Source: an optimization exercise on an open RTL-to-GDS flow (aim: a short achievable clock period and few clock cycles). Production flows keep margins and buffers that such runs may drop.
The RTL was checked by simulation tests, not by an equivalence proof against the original design.
Power is estimated from default activity; no workload was simulated.

==> inputs of trial 75 <==
==> flow/design.v <==
`default_nettype none
package procPkg;
	localparam int wordWidth     = 16;
	localparam int numRegs       = 8;
	localparam int dmemDepth     = 256;
	localparam int regIdxWidth   = $clog2(numRegs);
	localparam int dmemAddrWidth = $clog2(dmemDepth);
	typedef logic [wordWidth-1:0]     word_t;
	typedef logic [regIdxWidth-1:0]   regIdx_t;
	typedef logic [dmemAddrWidth-1:0] dmemAddr_t;
	typedef enum logic [3:0] {
		opNop  = 4'd0,
		opAdd  = 4'd1,
		opSub  = 4'd2,
		opAnd  = 4'd3,
		opXor  = 4'd4,
		opAddi = 4'd5,
		opLbi  = 4'd6,
		opLd   = 4'd7,
		opSt   = 4'd8,
		opBeqz = 4'd9,
		opJ    = 4'd10,
		opHalt = 4'd15
	} opcode_t;
	typedef enum logic [2:0] {
		aluAdd,
		aluSub,
		aluAnd,
		aluXor,
		aluPassB
	} aluOp_t;
	localparam int opHi = 15;
	localparam int opLo = 12;
	localparam int rdHi = 11;
	localparam int rdLo = 9;
	localparam int rsHi = 8;
	localparam int rsLo = 6;
	localparam int rtHi = 5;
	localparam int rtLo = 3;
	localparam int immIWidth = 6;
	localparam int immLWidth = 9;
	localparam int immJWidth = 12;
	localparam word_t nopInstr = '0;
endpackage
`default_nettype wire
`timescale 1ns/100ps
`default_nettype none
module proc (
	input  logic             clk,
	input  logic             rstN,
	input  procPkg::word_t   imemData,
	output procPkg::word_t   imemAddr,
	output logic             commitValid,
	output procPkg::regIdx_t commitReg,
	output procPkg::word_t   commitData,
	output logic             halted,
	output logic             err
);
	localparam int nBtb = 4;
	logic [15:0] pc;
	logic [15:0] pcNext;
	logic        stopped;
	logic        btbValid [nBtb];
	logic [15:0] btbTag   [nBtb];
	logic [15:0] btbTgt   [nBtb];
	logic [11:0] btbOff   [nBtb];
	logic [1:0]  btbPtr;
	logic        btbHit;
	logic [1:0]  btbIdx;
	logic [15:0] btbHitTgt;
	logic [11:0] btbHitOff;
	assign imemAddr = pc;
	assign pcNext   = pc + 16'd1;
	always_comb begin
		btbHit    = 1'b0;
		btbIdx    = '0;
		btbHitTgt = '0;
		btbHitOff = '0;
		for (int i = 0; i < nBtb; i++) begin
			if (btbValid[i] && btbTag[i] == pc) begin
				btbHit    = 1'b1;
				btbIdx    = 2'(i);
				btbHitTgt = btbTgt[i];
				btbHitOff = btbOff[i];
			end
		end
	end
	logic        idValid;
	logic [15:0] idInstr;
	logic [15:0] idPc;
	logic [15:0] idPc1;
	logic        idPred;
	logic [1:0]  idPredIdx;
	logic [11:0] idPredOff;
	logic [3:0]  op;
	logic [2:0]  rd, rs, rt;
	logic        dAlu, dAdd, dSub, dAnd, dXor, dAddi, dLbi, dLd, dSt, dBeqz, dJ, dHalt, dIll;
	logic        useA, useB, useS, regWrite;
	logic [2:0]  srcA;
	logic [15:0] immI, immL, offJ;
	logic [15:0] jTgt;
	logic        jOk;
	logic        idRedirect;
	logic [15:0] idRedirectPc;
	logic        stall;
	logic [15:0] regFile [8];
	logic [15:0] rfA, rfB, rfS;
	logic        exValid;
	logic        exRegWrite, exLoad, exStore, exBeqz, exHalt, exIll;
	logic        exSub, exAnd, exXor;
	logic [2:0]  exDest;
	logic [15:0] exA, exB, exS;
	logic        exAFwdM, exAFwdW, exAReg;
	logic        exBFwdM, exBFwdW, exBReg;
	logic        exSFwdM, exSFwdW, exSReg;
	logic [15:0] exBrTgt;
	logic [15:0] fA, fB, fS, bIn, sum, aluOut;
	logic        exRedirect;
	logic        memRegWrite, memLoad, memStore, memHalt, memIll;
	logic [2:0]  memDest;
	logic [15:0] memRes;
	logic [7:0]  memAddr;
	logic [15:0] memSD;
	logic [15:0] dmem [256];
	always_ff @(posedge clk) begin
		if (!rstN) begin
			pc <= '0;
		end else if (exRedirect) begin
			pc <= exBrTgt;
		end else if (stall) begin
			pc <= pc;
		end else if (idRedirect) begin
			pc <= idRedirectPc;
		end else if (btbHit) begin
			pc <= btbHitTgt;
		end else begin
			pc <= pcNext;
		end
	end
	always_ff @(posedge clk) begin
		if (!rstN) begin
			stopped <= 1'b0;
		end else if (idValid && dHalt && !exRedirect) begin
			stopped <= 1'b1;
		end
	end
	always_ff @(posedge clk) begin
		if (!rstN) begin
			idValid <= 1'b0;
		end else if (exRedirect) begin
			idValid <= 1'b0;
		end else if (!stall) begin
			idValid <= !idRedirect && !stopped && !(idValid && dHalt);
		end
	end
	always_ff @(posedge clk) begin
		if (!stall) begin
			idInstr   <= imemData;
			idPc      <= pc;
			idPc1     <= pcNext;
			idPred    <= btbHit;
			idPredIdx <= btbIdx;
			idPredOff <= btbHitOff;
		end
	end
	always_ff @(posedge clk) begin
		if (!rstN) begin
			for (int i = 0; i < nBtb; i++) begin
				btbValid[i] <= 1'b0;
			end
			btbPtr <= '0;
		end else if (idRedirect && !stall && !exRedirect) begin
			if (dJ) begin
				if (idPred) begin
					btbTag[idPredIdx] <= idPc;
					btbTgt[idPredIdx] <= jTgt;
					btbOff[idPredIdx] <= idInstr[11:0];
				end else begin
					btbValid[btbPtr] <= 1'b1;
					btbTag[btbPtr]   <= idPc;
					btbTgt[btbPtr]   <= jTgt;
					btbOff[btbPtr]   <= idInstr[11:0];
					btbPtr           <= btbPtr + 2'd1;
				end
			end else begin
				btbValid[idPredIdx] <= 1'b0;
			end
		end
	end
	assign op = idInstr[15:12];
	assign rd = idInstr[11:9];
	assign rs = idInstr[8:6];
	assign rt = idInstr[5:3];
	assign dAdd  = op == 4'd1;
	assign dSub  = op == 4'd2;
	assign dAnd  = op == 4'd3;
	assign dXor  = op == 4'd4;
	assign dAlu  = dAdd || dSub || dAnd || dXor;
	assign dAddi = op == 4'd5;
	assign dLbi  = op == 4'd6;
	assign dLd   = op == 4'd7;
	assign dSt   = op == 4'd8;
	assign dBeqz = op == 4'd9;
	assign dJ    = op == 4'd10;
	assign dHalt = op == 4'd15;
	assign dIll  = op >= 4'd11 && op <= 4'd14;
	assign useA     = dAlu || dAddi || dLd || dSt || dBeqz;
	assign useB     = dAlu;
	assign useS     = dSt;
	assign regWrite = dAlu || dAddi || dLbi || dLd;
	assign srcA     = dBeqz ? rd : rs;
	assign immI = {{10{idInstr[5]}}, idInstr[5:0]};
	assign immL = {{7{idInstr[8]}}, idInstr[8:0]};
	assign offJ = {{4{idInstr[11]}}, idInstr[11:0]};
	assign jTgt = idPc1 + offJ;
	assign jOk          = dJ && idInstr[11:0] == idPredOff;
	assign idRedirect   = idValid && (idPred ? !jOk : dJ);
	assign idRedirectPc = dJ ? jTgt : idPc1;
	assign stall = idValid && exValid && exLoad &&
	               ((useA && exDest == srcA) || (useB && exDest == rt) || (useS && exDest == rd));
	assign rfA = (commitValid && commitReg == srcA) ? commitData : regFile[srcA];
	assign rfB = (commitValid && commitReg == rt)   ? commitData : regFile[rt];
	assign rfS = (commitValid && commitReg == rd)   ? commitData : regFile[rd];
	always_ff @(posedge clk) begin
		if (!rstN) begin
			for (int i = 0; i < 8; i++) begin
				regFile[i] <= '0;
			end
		end else if (commitValid) begin
			regFile[commitReg] <= commitData;
		end
	end
	always_ff @(posedge clk) begin
		if (!rstN || exRedirect || stall || !idValid) begin
			exValid    <= 1'b0;
			exRegWrite <= 1'b0;
			exLoad     <= 1'b0;
			exStore    <= 1'b0;
			exBeqz     <= 1'b0;
			exHalt     <= 1'b0;
			exIll      <= 1'b0;
		end else begin
			exValid    <= 1'b1;
			exRegWrite <= regWrite;
			exLoad     <= dLd;
			exStore    <= dSt;
			exBeqz     <= dBeqz;
			exHalt     <= dHalt;
			exIll      <= dIll;
		end
	end
	logic aM, aW, bM, bW, sM, sW;
	assign aM = useA && exValid && exRegWrite && exDest == srcA;
	assign aW = useA && memRegWrite && memDest == srcA;
	assign bM = useB && exValid && exRegWrite && exDest == rt;
	assign bW = useB && memRegWrite && memDest == rt;
	assign sM = useS && exValid && exRegWrite && exDest == rd;
	assign sW = useS && memRegWrite && memDest == rd;
	always_ff @(posedge clk) begin
		exSub   <= dSub;
		exAnd   <= dAnd;
		exXor   <= dXor;
		exDest  <= rd;
		exA     <= dLbi ? 16'd0 : rfA;
		exB     <= dLbi ? immL : (dAddi || dLd || dSt) ? immI : rfB;
		exS     <= rfS;
		exAFwdM <= aM;
		exAFwdW <= aW && !aM;
		exAReg  <= !aM && !aW;
		exBFwdM <= bM;
		exBFwdW <= bW && !bM;
		exBReg  <= !bM && !bW;
		exSFwdM <= sM;
		exSFwdW <= sW && !sM;
		exSReg  <= !sM && !sW;
		exBrTgt <= idPc1 + immL;
	end
	assign fA = ({16{exAFwdM}} & memRes) | ({16{exAFwdW}} & commitData) | ({16{exAReg}} & exA);
	assign fB = ({16{exBFwdM}} & memRes) | ({16{exBFwdW}} & commitData) | ({16{exBReg}} & exB);
	assign fS = ({16{exSFwdM}} & memRes) | ({16{exSFwdW}} & commitData) | ({16{exSReg}} & exS);
	assign bIn = exSub ? ~fB : fB;
	assign sum = fA + bIn + {15'd0, exSub};
	always_comb begin
		if (exAnd) begin
			aluOut = fA & fB;
		end else if (exXor) begin
			aluOut = fA ^ fB;
		end else begin
			aluOut = sum;
		end
	end
	assign exRedirect = exBeqz && fA == 16'd0;
	always_ff @(posedge clk) begin
		if (!rstN) begin
			memRegWrite <= 1'b0;
			memLoad     <= 1'b0;
			memStore    <= 1'b0;
			memHalt     <= 1'b0;
			memIll      <= 1'b0;
		end else begin
			memRegWrite <= exRegWrite;
			memLoad     <= exLoad;
			memStore    <= exStore;
			memHalt     <= exHalt;
			memIll      <= exIll;
		end
	end
	always_ff @(posedge clk) begin
		memDest <= exDest;
		memRes  <= aluOut;
	end
	always_ff @(posedge clk) begin
		if (exLoad || exStore) begin
			memAddr <= sum[7:0];
			memSD   <= fS;
		end
	end
	always_ff @(posedge clk) begin
		if (memStore) begin
			dmem[memAddr] <= memSD;
		end
	end
	always_ff @(posedge clk) begin
		if (!rstN) begin
			commitValid <= 1'b0;
		end else begin
			commitValid <= memRegWrite;
		end
	end
	always_ff @(posedge clk) begin
		commitReg  <= memDest;
		commitData <= memLoad ? dmem[memAddr] : memRes;
	end
	always_ff @(posedge clk) begin
		if (!rstN) begin
			halted <= 1'b0;
		end else if (memHalt) begin
			halted <= 1'b1;
		end
	end
	always_ff @(posedge clk) begin
		if (!rstN) begin
			err <= 1'b0;
		end else if (memIll) begin
			err <= 1'b1;
		end
	end
endmodule
`default_nettype wire
==> flow/run.sh <==
#!/bin/bash
# synth_recipe.tcl (not shown) runs the flow's synth.tcl, then flattens the netlist and writes it again
# the make line also repeats each setting of config.mk as NAME=value (left out here)
make -C /OpenROAD-flow-scripts/flow DESIGN_CONFIG=/design/flow/config.mk WORK_HOME=/design/flow/orfs CLKGATE_MAP_FILE= SYNTH_SCRIPT=/design/flow/synth_recipe.tcl finish
==> flow/config.mk <==
export PLATFORM = sky130hd
export DESIGN_NAME = proc
export DESIGN_NICKNAME = proc
export VERILOG_FILES = /design/flow/design.v
export SDC_FILE = /design/flow/constraint.sdc
export NUM_CORES = 4
export LEC_CHECK = 0
export ABC_CLOCK_PERIOD_IN_PS = 2500
export CAP_MARGIN = 20
export CORE_MARGIN = 2
export CORE_UTILIZATION = 45
export PLACE_DENSITY = 0.6
export SETUP_SLACK_MARGIN = 5
export SLEW_MARGIN = 20
==> flow/constraint.sdc <==
create_clock -name core_clock -period 8.0 [get_ports {clk}]
set_input_delay 1.6000 -clock core_clock [delete_from_list [all_inputs] [get_ports {clk}]]
set_output_delay 1.6000 -clock core_clock [all_outputs]
set_load 0.01 [all_outputs]
==> trial 50: changes against trial 75 <==
--- a/flow/design.v
+++ b/flow/design.v
@@ -121,4 +121,5 @@
 	logic [15:0] memRes;
-	logic [7:0]  memAddr;
+	logic [255:0] memSel;
 	logic [15:0] memSD;
+	logic [15:0] loadData;
 	logic [15:0] dmem [256];
@@ -313,4 +314,6 @@
 		if (exLoad || exStore) begin
-			memAddr <= sum[7:0];
-			memSD   <= fS;
+			for (int i = 0; i < 256; i++) begin
+				memSel[i] <= sum[7:0] == 8'(i);
+			end
+			memSD <= fS;
 		end
@@ -318,4 +321,12 @@
 	always_ff @(posedge clk) begin
-		if (memStore) begin
-			dmem[memAddr] <= memSD;
+		for (int i = 0; i < 256; i++) begin
+			if (memStore && memSel[i]) begin
+				dmem[i] <= memSD;
+			end
+		end
+	end
+	always_comb begin
+		loadData = '0;
+		for (int i = 0; i < 256; i++) begin
+			loadData = loadData | ({16{memSel[i]}} & dmem[i]);
 		end
@@ -331,3 +342,3 @@
 		commitReg  <= memDest;
-		commitData <= memLoad ? dmem[memAddr] : memRes;
+		commitData <= memLoad ? loadData : memRes;
 	end
==> comparison <==
Trial 50 did not get past global routing (5_1_grt). Trial 75 completed with no timing, DRC or antenna violations.
Against trial 50, the synthesized area of trial 75 is larger by 0.69%.
Between trial 50 and trial 75, the lower synthesized cell count is in trial 75 (gap 19%, measured against trial 75).
==> figures <==
	trial 50	trial 75
Run status	did not finish	complete, no violations
Last stage reached	global routing (5_1_grt)	-
Deepest level of the CTS H-tree	6	5
Worst setup slack before clock tree synthesis	3.23 ns	2.78 ns
Warnings from Yosys	2	1
Synth Area per Inst	17.6 µm²	21.1 µm²
Synthesized net count	10400	8777
Synth top area share	78.1%	73.5%
FP Rows	233	234
Compound-cell area share of the yosys netlist	10.7%	2.36%
Placer Congestion	1.19	0.850
Area after DPL	196000 µm²	193000 µm²
Detail Placement HPWL	850000 µm	276000 µm
Clock sink count	4897	4657
Fraction of synthesized cell area in xor and xnor cells	0.832%	0.779%
Cell count after placement	16000	14100
Floorplan die height	640 µm	642 µm
Testbench counts of trial 75, summed over its fixed seeds: cycles 172,317.
Testbench counts of trial 50, summed over its fixed seeds: cycles 172,317.

* * *

==> 03-23: inputs <==
proc, a different RTL version from the one above (not shown whole).
Settings: LEC_CHECK=0, ABC_CLOCK_PERIOD_IN_PS=2500, CAP_MARGIN=20, CORE_MARGIN=2, CORE_UTILIZATION=45, PLACE_DENSITY=0.6, SETUP_SLACK_MARGIN=5, SLEW_MARGIN=20; clock period 8.0 ns.
run.sh (not shown) runs the stock make flow with config.mk's settings and CLKGATE_MAP_FILE= SYNTH_SCRIPT=/design/flow/synth_recipe.tcl, a recipe that flattens the netlist after the stock synthesis.
==> inputs of 01-07, as changes to 03-23 <==
--- a/flow/design.v
+++ b/flow/design.v
@@ -66,28 +66,30 @@
 	assign fJ    = imemData[15:12] == 4'd10;
 	assign fJTgt = pcNext + {{4{imemData[11]}}, imemData[11:0]};
 	logic        idValid;
 	logic [15:0] idInstr;
 	logic [15:0] idPc1;
+	logic [15:0] idRsV, idRtV, idRdV;
 	logic [3:0]  op;
 	logic [2:0]  rd, rs, rt;
 	logic        dAlu, dAdd, dSub, dAnd, dXor, dAddi, dLbi, dLd, dSt, dBeqz, dJ, dHalt, dIll;
 	logic        useA, useB, useS, regWrite;
 	logic [2:0]  srcA;
 	logic [15:0] immI, immL;
 	logic        idRedirect;
 	logic [15:0] brTgt;
 	logic        zFromEx, zFromMem, zFromWb;
-	logic [15:0] idA, idB, idBx;
-	logic        idAKnown, idBKnown, idZ, idZKnown;
+	logic [15:0] idA, negImmI;
+	logic        idAKnown, idZ, idZKnown;
 	logic        exZ, exZKnown, memZero;
 	logic [7:0]  regZero;
 	logic        zOperand;
 	logic        beqzTaken;
 	logic        stall;
 	logic [15:0] regFile [8];
 	logic [15:0] rfA, rfB, rfS;
+	logic        rstQ;
 	logic        exValid;
 	logic        exRegWrite, exLoad, exStore, exHalt, exIll;
 	logic        exSub, exAnd, exXor;
 	logic [2:0]  exDest;
 	logic [15:0] exA, exB, exS;
@@ -140,10 +142,33 @@
 		if (!stall) begin
 			idInstr   <= imemData;
 			idPc1     <= pcNext;
 		end
 	end
+	logic [15:0] fRsV, fRtV, fRdV, hRsV, hRtV, hRdV;
+	assign fRsV = (commitValid && commitReg == imemData[8:6])  ? commitData : regFile[imemData[8:6]];
+	assign fRtV = (commitValid && commitReg == imemData[5:3])  ? commitData : regFile[imemData[5:3]];
+	assign fRdV = (commitValid && commitReg == imemData[11:9]) ? commitData : regFile[imemData[11:9]];
+	assign hRsV = (commitValid && commitReg == idInstr[8:6])   ? commitData : regFile[idInstr[8:6]];
+	assign hRtV = (commitValid && commitReg == idInstr[5:3])   ? commitData : regFile[idInstr[5:3]];
+	assign hRdV = (commitValid && commitReg == idInstr[11:9])  ? commitData : regFile[idInstr[11:9]];
+	always_ff @(posedge clk) begin
+		idRsV <= stall ? hRsV : fRsV;
+		idRtV <= stall ? hRtV : fRtV;
+		idRdV <= stall ? hRdV : fRdV;
+	end
+	logic [2:0] nRs, nRt, nRd;
+	logic       idRsW, idRtW, idRdW, idRsM;
+	assign nRs = stall ? idInstr[8:6]  : imemData[8:6];
+	assign nRt = stall ? idInstr[5:3]  : imemData[5:3];
+	assign nRd = stall ? idInstr[11:9] : imemData[11:9];
+	always_ff @(posedge clk) begin
+		idRsW <= memRegWrite && memDest == nRs;
+		idRtW <= memRegWrite && memDest == nRt;
+		idRdW <= memRegWrite && memDest == nRd;
+		idRsM <= exRegWrite && exDest == nRs;
+	end
 	assign op = idInstr[15:12];
 	assign rd = idInstr[11:9];
 	assign rs = idInstr[8:6];
 	assign rt = idInstr[5:3];
 	assign dAdd  = op == 4'd1;
@@ -169,20 +194,15 @@
 	assign zFromEx   = exRegWrite && exDest == rd;
 	assign zFromMem  = memRegWrite && memDest == rd;
 	assign zFromWb   = commitValid && commitReg == rd;
 	assign zOperand  = zFromEx ? exZ : zFromMem ? memZero : zFromWb ? commitData == 16'd0 : regZero[rd];
 	assign beqzTaken = idValid && dBeqz && zOperand;
-	assign idA      = (memRegWrite && memDest == srcA) ? memRes : rfA;
-	assign idB      = (memRegWrite && memDest == rt) ? memRes : rfB;
+	assign idA      = idRsM ? memRes : rfA;
 	assign idAKnown = !(exRegWrite && exDest == srcA) && !(memLoad && memDest == srcA);
-	assign idBKnown = !(exRegWrite && exDest == rt) && !(memLoad && memDest == rt);
-	assign idBx     = (dAddi ? immI : idB) ^ {16{dSub}};
-	assign idZ      = dLbi ? idInstr[8:0] == 9'd0 :
-	                  dAnd ? (idA & idB) == 16'd0 :
-	                  dXor ? idA == idB :
-	                  (idA ^ idBx) == {idA[14:0] | idBx[14:0], dSub};
-	assign idZKnown = dLbi || (dAddi && idAKnown) || (dAlu && idAKnown && idBKnown);
+	assign negImmI  = 16'd0 - immI;
+	assign idZ      = dLbi ? idInstr[8:0] == 9'd0 : idA == negImmI;
+	assign idZKnown = dLbi || (dAddi && idAKnown);
 	assign brTgt      = idPc1 + immL;
 	assign idRedirect = beqzTaken;
 	assign dMem  = dLd || dSt;
 	assign stall = idValid && ((exValid && exLoad &&
 	               ((useA && exDest == srcA) || (useB && exDest == rt) || (useS && exDest == rd))) ||
@@ -202,15 +222,18 @@
 		for (int i = 0; i < 16; i++) begin
 			exSelLo[i] <= addrLo[3:0] == 4'(i);
 		end
 		exSelHi <= addrLo[4] ? {hiOh[14:0], hiOh[15]} : hiOh;
 	end
-	assign rfA = (commitValid && commitReg == srcA) ? commitData : regFile[srcA];
-	assign rfB = (commitValid && commitReg == rt)   ? commitData : regFile[rt];
-	assign rfS = (commitValid && commitReg == rd)   ? commitData : regFile[rd];
+	assign rfA = idRsW ? commitData : idRsV;
+	assign rfB = idRtW ? commitData : idRtV;
+	assign rfS = idRdW ? commitData : idRdV;
 	always_ff @(posedge clk) begin
-		if (!rstN) begin
+		rstQ <= rstN;
+	end
+	always_ff @(posedge clk) begin
+		if (!rstQ) begin
 			for (int i = 0; i < 8; i++) begin
 				regFile[i] <= '0;
 				regZero[i] <= 1'b1;
 			end
 		end else if (commitValid) begin
@@ -313,16 +336,14 @@
 				partData[h] = partData[h] | ({16{exSelLo[l]}} & dmem[h * 16 + l]);
 			end
 		end
 	end
 	always_ff @(posedge clk) begin
-		if (exLoad) begin
-			for (int h = 0; h < 16; h++) begin
-				memPart[h] <= partData[h];
-			end
-			memSelHi <= exSelHi;
+		for (int h = 0; h < 16; h++) begin
+			memPart[h] <= partData[h];
 		end
+		memSelHi <= exSelHi;
 	end
 	always_comb begin
 		loadData = '0;
 		for (int h = 0; h < 16; h++) begin
 			loadData = loadData | ({16{memSelHi[h]}} & memPart[h]);
--- a/flow/config.mk
+++ b/flow/config.mk
@@ -6,9 +6,9 @@
 export NUM_CORES = 4
 export LEC_CHECK = 0
 export ABC_CLOCK_PERIOD_IN_PS = 2500
 export CAP_MARGIN = 20
 export CORE_MARGIN = 2
-export CORE_UTILIZATION = 45
-export PLACE_DENSITY = 0.6
+export CORE_UTILIZATION = 55
+export PLACE_DENSITY = 0.72
 export SETUP_SLACK_MARGIN = 5
 export SLEW_MARGIN = 20
==> inputs of 05-02, as changes to 03-23 <==
--- a/flow/design.v
+++ b/flow/design.v
@@ -66,28 +66,30 @@
 	assign fJ    = imemData[15:12] == 4'd10;
 	assign fJTgt = pcNext + {{4{imemData[11]}}, imemData[11:0]};
 	logic        idValid;
 	logic [15:0] idInstr;
 	logic [15:0] idPc1;
+	logic [15:0] idRsV, idRtV, idRdV;
 	logic [3:0]  op;
 	logic [2:0]  rd, rs, rt;
 	logic        dAlu, dAdd, dSub, dAnd, dXor, dAddi, dLbi, dLd, dSt, dBeqz, dJ, dHalt, dIll;
 	logic        useA, useB, useS, regWrite;
 	logic [2:0]  srcA;
 	logic [15:0] immI, immL;
 	logic        idRedirect;
 	logic [15:0] brTgt;
 	logic        zFromEx, zFromMem, zFromWb;
-	logic [15:0] idA, idB, idBx;
-	logic        idAKnown, idBKnown, idZ, idZKnown;
+	logic [15:0] idA, negImmI;
+	logic        idAKnown, idZ, idZKnown;
 	logic        exZ, exZKnown, memZero;
 	logic [7:0]  regZero;
 	logic        zOperand;
 	logic        beqzTaken;
 	logic        stall;
 	logic [15:0] regFile [8];
 	logic [15:0] rfA, rfB, rfS;
+	logic        rstQ;
 	logic        exValid;
 	logic        exRegWrite, exLoad, exStore, exHalt, exIll;
 	logic        exSub, exAnd, exXor;
 	logic [2:0]  exDest;
 	logic [15:0] exA, exB, exS;
@@ -140,10 +142,33 @@
 		if (!stall) begin
 			idInstr   <= imemData;
 			idPc1     <= pcNext;
 		end
 	end
+	logic [15:0] fRsV, fRtV, fRdV, hRsV, hRtV, hRdV;
+	assign fRsV = (commitValid && commitReg == imemData[8:6])  ? commitData : regFile[imemData[8:6]];
+	assign fRtV = (commitValid && commitReg == imemData[5:3])  ? commitData : regFile[imemData[5:3]];
+	assign fRdV = (commitValid && commitReg == imemData[11:9]) ? commitData : regFile[imemData[11:9]];
+	assign hRsV = (commitValid && commitReg == idInstr[8:6])   ? commitData : regFile[idInstr[8:6]];
+	assign hRtV = (commitValid && commitReg == idInstr[5:3])   ? commitData : regFile[idInstr[5:3]];
+	assign hRdV = (commitValid && commitReg == idInstr[11:9])  ? commitData : regFile[idInstr[11:9]];
+	always_ff @(posedge clk) begin
+		idRsV <= stall ? hRsV : fRsV;
+		idRtV <= stall ? hRtV : fRtV;
+		idRdV <= stall ? hRdV : fRdV;
+	end
+	logic [2:0] nRs, nRt, nRd;
+	logic       idRsW, idRtW, idRdW, idRsM;
+	assign nRs = stall ? idInstr[8:6]  : imemData[8:6];
+	assign nRt = stall ? idInstr[5:3]  : imemData[5:3];
+	assign nRd = stall ? idInstr[11:9] : imemData[11:9];
+	always_ff @(posedge clk) begin
+		idRsW <= memRegWrite && memDest == nRs;
+		idRtW <= memRegWrite && memDest == nRt;
+		idRdW <= memRegWrite && memDest == nRd;
+		idRsM <= exRegWrite && exDest == nRs;
+	end
 	assign op = idInstr[15:12];
 	assign rd = idInstr[11:9];
 	assign rs = idInstr[8:6];
 	assign rt = idInstr[5:3];
 	assign dAdd  = op == 4'd1;
@@ -169,20 +194,15 @@
 	assign zFromEx   = exRegWrite && exDest == rd;
 	assign zFromMem  = memRegWrite && memDest == rd;
 	assign zFromWb   = commitValid && commitReg == rd;
 	assign zOperand  = zFromEx ? exZ : zFromMem ? memZero : zFromWb ? commitData == 16'd0 : regZero[rd];
 	assign beqzTaken = idValid && dBeqz && zOperand;
-	assign idA      = (memRegWrite && memDest == srcA) ? memRes : rfA;
-	assign idB      = (memRegWrite && memDest == rt) ? memRes : rfB;
+	assign idA      = idRsM ? memRes : rfA;
 	assign idAKnown = !(exRegWrite && exDest == srcA) && !(memLoad && memDest == srcA);
-	assign idBKnown = !(exRegWrite && exDest == rt) && !(memLoad && memDest == rt);
-	assign idBx     = (dAddi ? immI : idB) ^ {16{dSub}};
-	assign idZ      = dLbi ? idInstr[8:0] == 9'd0 :
-	                  dAnd ? (idA & idB) == 16'd0 :
-	                  dXor ? idA == idB :
-	                  (idA ^ idBx) == {idA[14:0] | idBx[14:0], dSub};
-	assign idZKnown = dLbi || (dAddi && idAKnown) || (dAlu && idAKnown && idBKnown);
+	assign negImmI  = 16'd0 - immI;
+	assign idZ      = dLbi ? idInstr[8:0] == 9'd0 : idA == negImmI;
+	assign idZKnown = dLbi || (dAddi && idAKnown);
 	assign brTgt      = idPc1 + immL;
 	assign idRedirect = beqzTaken;
 	assign dMem  = dLd || dSt;
 	assign stall = idValid && ((exValid && exLoad &&
 	               ((useA && exDest == srcA) || (useB && exDest == rt) || (useS && exDest == rd))) ||
@@ -202,15 +222,18 @@
 		for (int i = 0; i < 16; i++) begin
 			exSelLo[i] <= addrLo[3:0] == 4'(i);
 		end
 		exSelHi <= addrLo[4] ? {hiOh[14:0], hiOh[15]} : hiOh;
 	end
-	assign rfA = (commitValid && commitReg == srcA) ? commitData : regFile[srcA];
-	assign rfB = (commitValid && commitReg == rt)   ? commitData : regFile[rt];
-	assign rfS = (commitValid && commitReg == rd)   ? commitData : regFile[rd];
+	assign rfA = idRsW ? commitData : idRsV;
+	assign rfB = idRtW ? commitData : idRtV;
+	assign rfS = idRdW ? commitData : idRdV;
 	always_ff @(posedge clk) begin
-		if (!rstN) begin
+		rstQ <= rstN;
+	end
+	always_ff @(posedge clk) begin
+		if (!rstQ) begin
 			for (int i = 0; i < 8; i++) begin
 				regFile[i] <= '0;
 				regZero[i] <= 1'b1;
 			end
 		end else if (commitValid) begin
@@ -313,16 +336,14 @@
 				partData[h] = partData[h] | ({16{exSelLo[l]}} & dmem[h * 16 + l]);
 			end
 		end
 	end
 	always_ff @(posedge clk) begin
-		if (exLoad) begin
-			for (int h = 0; h < 16; h++) begin
-				memPart[h] <= partData[h];
-			end
-			memSelHi <= exSelHi;
+		for (int h = 0; h < 16; h++) begin
+			memPart[h] <= partData[h];
 		end
+		memSelHi <= exSelHi;
 	end
 	always_comb begin
 		loadData = '0;
 		for (int h = 0; h < 16; h++) begin
 			loadData = loadData | ({16{memSelHi[h]}} & memPart[h]);
==> inputs of 10-27, as changes to 03-23 <==
--- a/flow/design.v
+++ b/flow/design.v
@@ -66,28 +66,30 @@
 	assign fJ    = imemData[15:12] == 4'd10;
 	assign fJTgt = pcNext + {{4{imemData[11]}}, imemData[11:0]};
 	logic        idValid;
 	logic [15:0] idInstr;
 	logic [15:0] idPc1;
+	logic [15:0] idRsV, idRtV, idRdV;
 	logic [3:0]  op;
 	logic [2:0]  rd, rs, rt;
 	logic        dAlu, dAdd, dSub, dAnd, dXor, dAddi, dLbi, dLd, dSt, dBeqz, dJ, dHalt, dIll;
 	logic        useA, useB, useS, regWrite;
 	logic [2:0]  srcA;
 	logic [15:0] immI, immL;
 	logic        idRedirect;
 	logic [15:0] brTgt;
 	logic        zFromEx, zFromMem, zFromWb;
-	logic [15:0] idA, idB, idBx;
-	logic        idAKnown, idBKnown, idZ, idZKnown;
+	logic [15:0] idA, negImmI;
+	logic        idAKnown, idZ, idZKnown;
 	logic        exZ, exZKnown, memZero;
 	logic [7:0]  regZero;
 	logic        zOperand;
 	logic        beqzTaken;
 	logic        stall;
 	logic [15:0] regFile [8];
 	logic [15:0] rfA, rfB, rfS;
+	logic        rstQ;
 	logic        exValid;
 	logic        exRegWrite, exLoad, exStore, exHalt, exIll;
 	logic        exSub, exAnd, exXor;
 	logic [2:0]  exDest;
 	logic [15:0] exA, exB, exS;
@@ -140,10 +142,33 @@
 		if (!stall) begin
 			idInstr   <= imemData;
 			idPc1     <= pcNext;
 		end
 	end
+	logic [15:0] fRsV, fRtV, fRdV, hRsV, hRtV, hRdV;
+	assign fRsV = (commitValid && commitReg == imemData[8:6])  ? commitData : regFile[imemData[8:6]];
+	assign fRtV = (commitValid && commitReg == imemData[5:3])  ? commitData : regFile[imemData[5:3]];
+	assign fRdV = (commitValid && commitReg == imemData[11:9]) ? commitData : regFile[imemData[11:9]];
+	assign hRsV = (commitValid && commitReg == idInstr[8:6])   ? commitData : regFile[idInstr[8:6]];
+	assign hRtV = (commitValid && commitReg == idInstr[5:3])   ? commitData : regFile[idInstr[5:3]];
+	assign hRdV = (commitValid && commitReg == idInstr[11:9])  ? commitData : regFile[idInstr[11:9]];
+	always_ff @(posedge clk) begin
+		idRsV <= stall ? hRsV : fRsV;
+		idRtV <= stall ? hRtV : fRtV;
+		idRdV <= stall ? hRdV : fRdV;
+	end
+	logic [2:0] nRs, nRt, nRd;
+	logic       idRsW, idRtW, idRdW, idRsM;
+	assign nRs = stall ? idInstr[8:6]  : imemData[8:6];
+	assign nRt = stall ? idInstr[5:3]  : imemData[5:3];
+	assign nRd = stall ? idInstr[11:9] : imemData[11:9];
+	always_ff @(posedge clk) begin
+		idRsW <= memRegWrite && memDest == nRs;
+		idRtW <= memRegWrite && memDest == nRt;
+		idRdW <= memRegWrite && memDest == nRd;
+		idRsM <= exRegWrite && exDest == nRs;
+	end
 	assign op = idInstr[15:12];
 	assign rd = idInstr[11:9];
 	assign rs = idInstr[8:6];
 	assign rt = idInstr[5:3];
 	assign dAdd  = op == 4'd1;
@@ -169,20 +194,15 @@
 	assign zFromEx   = exRegWrite && exDest == rd;
 	assign zFromMem  = memRegWrite && memDest == rd;
 	assign zFromWb   = commitValid && commitReg == rd;
 	assign zOperand  = zFromEx ? exZ : zFromMem ? memZero : zFromWb ? commitData == 16'd0 : regZero[rd];
 	assign beqzTaken = idValid && dBeqz && zOperand;
-	assign idA      = (memRegWrite && memDest == srcA) ? memRes : rfA;
-	assign idB      = (memRegWrite && memDest == rt) ? memRes : rfB;
+	assign idA      = idRsM ? memRes : rfA;
 	assign idAKnown = !(exRegWrite && exDest == srcA) && !(memLoad && memDest == srcA);
-	assign idBKnown = !(exRegWrite && exDest == rt) && !(memLoad && memDest == rt);
-	assign idBx     = (dAddi ? immI : idB) ^ {16{dSub}};
-	assign idZ      = dLbi ? idInstr[8:0] == 9'd0 :
-	                  dAnd ? (idA & idB) == 16'd0 :
-	                  dXor ? idA == idB :
-	                  (idA ^ idBx) == {idA[14:0] | idBx[14:0], dSub};
-	assign idZKnown = dLbi || (dAddi && idAKnown) || (dAlu && idAKnown && idBKnown);
+	assign negImmI  = 16'd0 - immI;
+	assign idZ      = dLbi ? idInstr[8:0] == 9'd0 : idA == negImmI;
+	assign idZKnown = dLbi || (dAddi && idAKnown);
 	assign brTgt      = idPc1 + immL;
 	assign idRedirect = beqzTaken;
 	assign dMem  = dLd || dSt;
 	assign stall = idValid && ((exValid && exLoad &&
 	               ((useA && exDest == srcA) || (useB && exDest == rt) || (useS && exDest == rd))) ||
@@ -202,15 +222,18 @@
 		for (int i = 0; i < 16; i++) begin
 			exSelLo[i] <= addrLo[3:0] == 4'(i);
 		end
 		exSelHi <= addrLo[4] ? {hiOh[14:0], hiOh[15]} : hiOh;
 	end
-	assign rfA = (commitValid && commitReg == srcA) ? commitData : regFile[srcA];
-	assign rfB = (commitValid && commitReg == rt)   ? commitData : regFile[rt];
-	assign rfS = (commitValid && commitReg == rd)   ? commitData : regFile[rd];
+	assign rfA = idRsW ? commitData : idRsV;
+	assign rfB = idRtW ? commitData : idRtV;
+	assign rfS = idRdW ? commitData : idRdV;
 	always_ff @(posedge clk) begin
-		if (!rstN) begin
+		rstQ <= rstN;
+	end
+	always_ff @(posedge clk) begin
+		if (!rstQ) begin
 			for (int i = 0; i < 8; i++) begin
 				regFile[i] <= '0;
 				regZero[i] <= 1'b1;
 			end
 		end else if (commitValid) begin
@@ -313,16 +336,14 @@
 				partData[h] = partData[h] | ({16{exSelLo[l]}} & dmem[h * 16 + l]);
 			end
 		end
 	end
 	always_ff @(posedge clk) begin
-		if (exLoad) begin
-			for (int h = 0; h < 16; h++) begin
-				memPart[h] <= partData[h];
-			end
-			memSelHi <= exSelHi;
+		for (int h = 0; h < 16; h++) begin
+			memPart[h] <= partData[h];
 		end
+		memSelHi <= exSelHi;
 	end
 	always_comb begin
 		loadData = '0;
 		for (int h = 0; h < 16; h++) begin
 			loadData = loadData | ({16{memSelHi[h]}} & memPart[h]);
--- a/flow/config.mk
+++ b/flow/config.mk
@@ -7,8 +7,8 @@
 export LEC_CHECK = 0
 export ABC_CLOCK_PERIOD_IN_PS = 2500
 export CAP_MARGIN = 20
 export CORE_MARGIN = 2
 export CORE_UTILIZATION = 45
-export PLACE_DENSITY = 0.6
+export PLACE_DENSITY = 0.8
 export SETUP_SLACK_MARGIN = 5
 export SLEW_MARGIN = 20
==> run notes <==
* Sequential share of power at 0.501
* Crit path kind: reg -> reg
* Crit share post-route at 0.415
* Outcome: finished clean
* Met1 usage at 0.390
* Latest clock arrival within the worst-skew pair at 1.03 ns
* Top cells by area in the synthesized netlist: edfxtp_1, a22o_1, a221oi_1
* DP Wirelength at 305 mm
* FF+latch count at 4712
* Die H at 630 um
* Worst reg2reg endpoint: exSelHi[13]$_DFF_P_
* Top-area cell type share of the netlist area at 0.771
* Slowest CP cell: mux4_2
* Data arrival, critical path at 4.25 ns
* Die area at 0.397 mm^2
the above is filed under 03-23

==> run notes <==
* Outcome: finished clean
* Crit path kind: reg -> reg
* Top cells by area in the synthesized netlist: edfxtp_1, dfxtp_1, a221oi_1
* Slowest CP cell: a222oi_1
* Latest clock arrival within the worst-skew pair at 0.97 ns
* Sequential share of power at 0.509
* Drt first pass iters at 13
* Worst reg2reg endpoint: memRes[13]$_DFF_P_
* Largest family of logic cells by synthesized area: compound AO/OA/AOI/OAI gates
* DP Wirelength at 283 mm
* Top-area cell type share of the netlist area at 0.718
* Die H at 633 um
* Met1 usage at 0.332
* Die area at 0.401 mm^2
the above is filed under 10-27

==> run notes <==
* Die area at 0.401 mm^2
* Top cells by area in the synthesized netlist: edfxtp_1, dfxtp_1, a221oi_1
* Post-synth EDFFs at 4256
* Crit share post-route at 0.410
* Top Registers: dmem: 4096 flops, memPart: 256 flops, regFile: 128 flops
* Latest clock arrival within the worst-skew pair at 1.05 ns
* Combinational share of power at 0.143
* DP Wirelength at 311 mm
* Avg Cell Area, Syn at 17.9 um^2
* Data arrival, critical path at 4.16 ns
* Share of cells above drive strength 1 at 0.178
* Crit path kind: reg -> reg
* Worst reg2reg endpoint: pc[9]$_SDFFE_PN0P_
* Adder-Cell Fraction of Synth Area at 0.00667
* Outcome: finished clean
* Die H at 633 um
* P_clk at 22.0 mW
* Met1 usage at 0.392
* Sink Count at 4765
* Top-area cell type share of the netlist area at 0.718
* FF+latch count at 4765
the above is filed under 05-02

==> run notes <==
* Data arrival, critical path at 1.60 ns
* Outcome: finished clean
* Top-area cell type share of the netlist area at 0.718
* DP Wirelength at 287 mm
* Met1 usage at 0.442
* Commonest cells after routing, fill and taps aside: edfxtp_1, a22o_1, a221oi_1
* WL met3 at 74.3 mm
* CTS Buffer Depth at 4
* Crit path kind: reg -> out
* Crit share post-route at 0.400
* Latest clock arrival within the worst-skew pair at 1.02 ns
* Sequential share of power at 0.500
* Number of cells on the worst reg-to-reg path at 12
* Avg Cell Area, Syn at 17.9 um^2
* FF+latch count at 4765
* Top cells by area in the synthesized netlist: edfxtp_1, dfxtp_1, a221oi_1
* Die H at 573 um
* Worst reg2reg endpoint: pc[8]$_SDFFE_PN0P_
* Slowest CP cell: dfxtp_4
the above is filed under 01-07

Testbench counts of 03-23, summed over its fixed seeds: cycles 170,688.
Testbench counts of 01-07, summed over its fixed seeds: cycles 170,899.
Testbench counts of 05-02, summed over its fixed seeds: cycles 170,899.
Testbench counts of 10-27, summed over its fixed seeds: cycles 170,899.

-- static timing again, ports no longer ideal --
How much do the figures lean on ideal ports? The routed layouts below were timed once more, with nothing changed but the port constraints.
Step 1 assumes that a clkbuf_16 drives the clock port and a buf_2 every other input.
Step 2 also shifts input and output timing later by t, the mid clock arrival at the registers, as if the neighbouring blocks saw the same clock.
Slacks: ideal / step 1 / step 2; pairs: ideal / step 1.
| run | shift t [ns] | setup WS [ns] | hold WS [ns] | worst data-port slew with drivers (ns) | pins driven straight from the clock port |
|---|---|---|---|---|---|
| trial 75 | 1.089 | 4.480 / 4.480 / 4.159 | 0.412 / 0.412 / 0.412 | 0.10 | 1 |
| 03-23 | 1.113 | 4.683 / 4.653 / 3.725 | 0.411 / 0.411 / 0.411 | 0.06 | 1 |
| 01-07 | 1.099 | 4.801 / 4.691 / 3.772 | 0.448 / 0.448 / 0.448 | 0.05 | 1 |
| 05-02 | 1.103 | 4.716 / 4.683 / 3.936 | 0.441 / 0.441 / 0.441 | 0.06 | 1 |
| 10-27 | 1.030 | 4.753 / 4.735 / 4.005 | 0.434 / 0.434 / 0.434 | 0.04 | 1 |
After both steps setup and hold are still met in every run listed. The setup slack of 01-07, which loses most, moves by -0.110 ns with the drivers and by -1.029 ns with both steps.
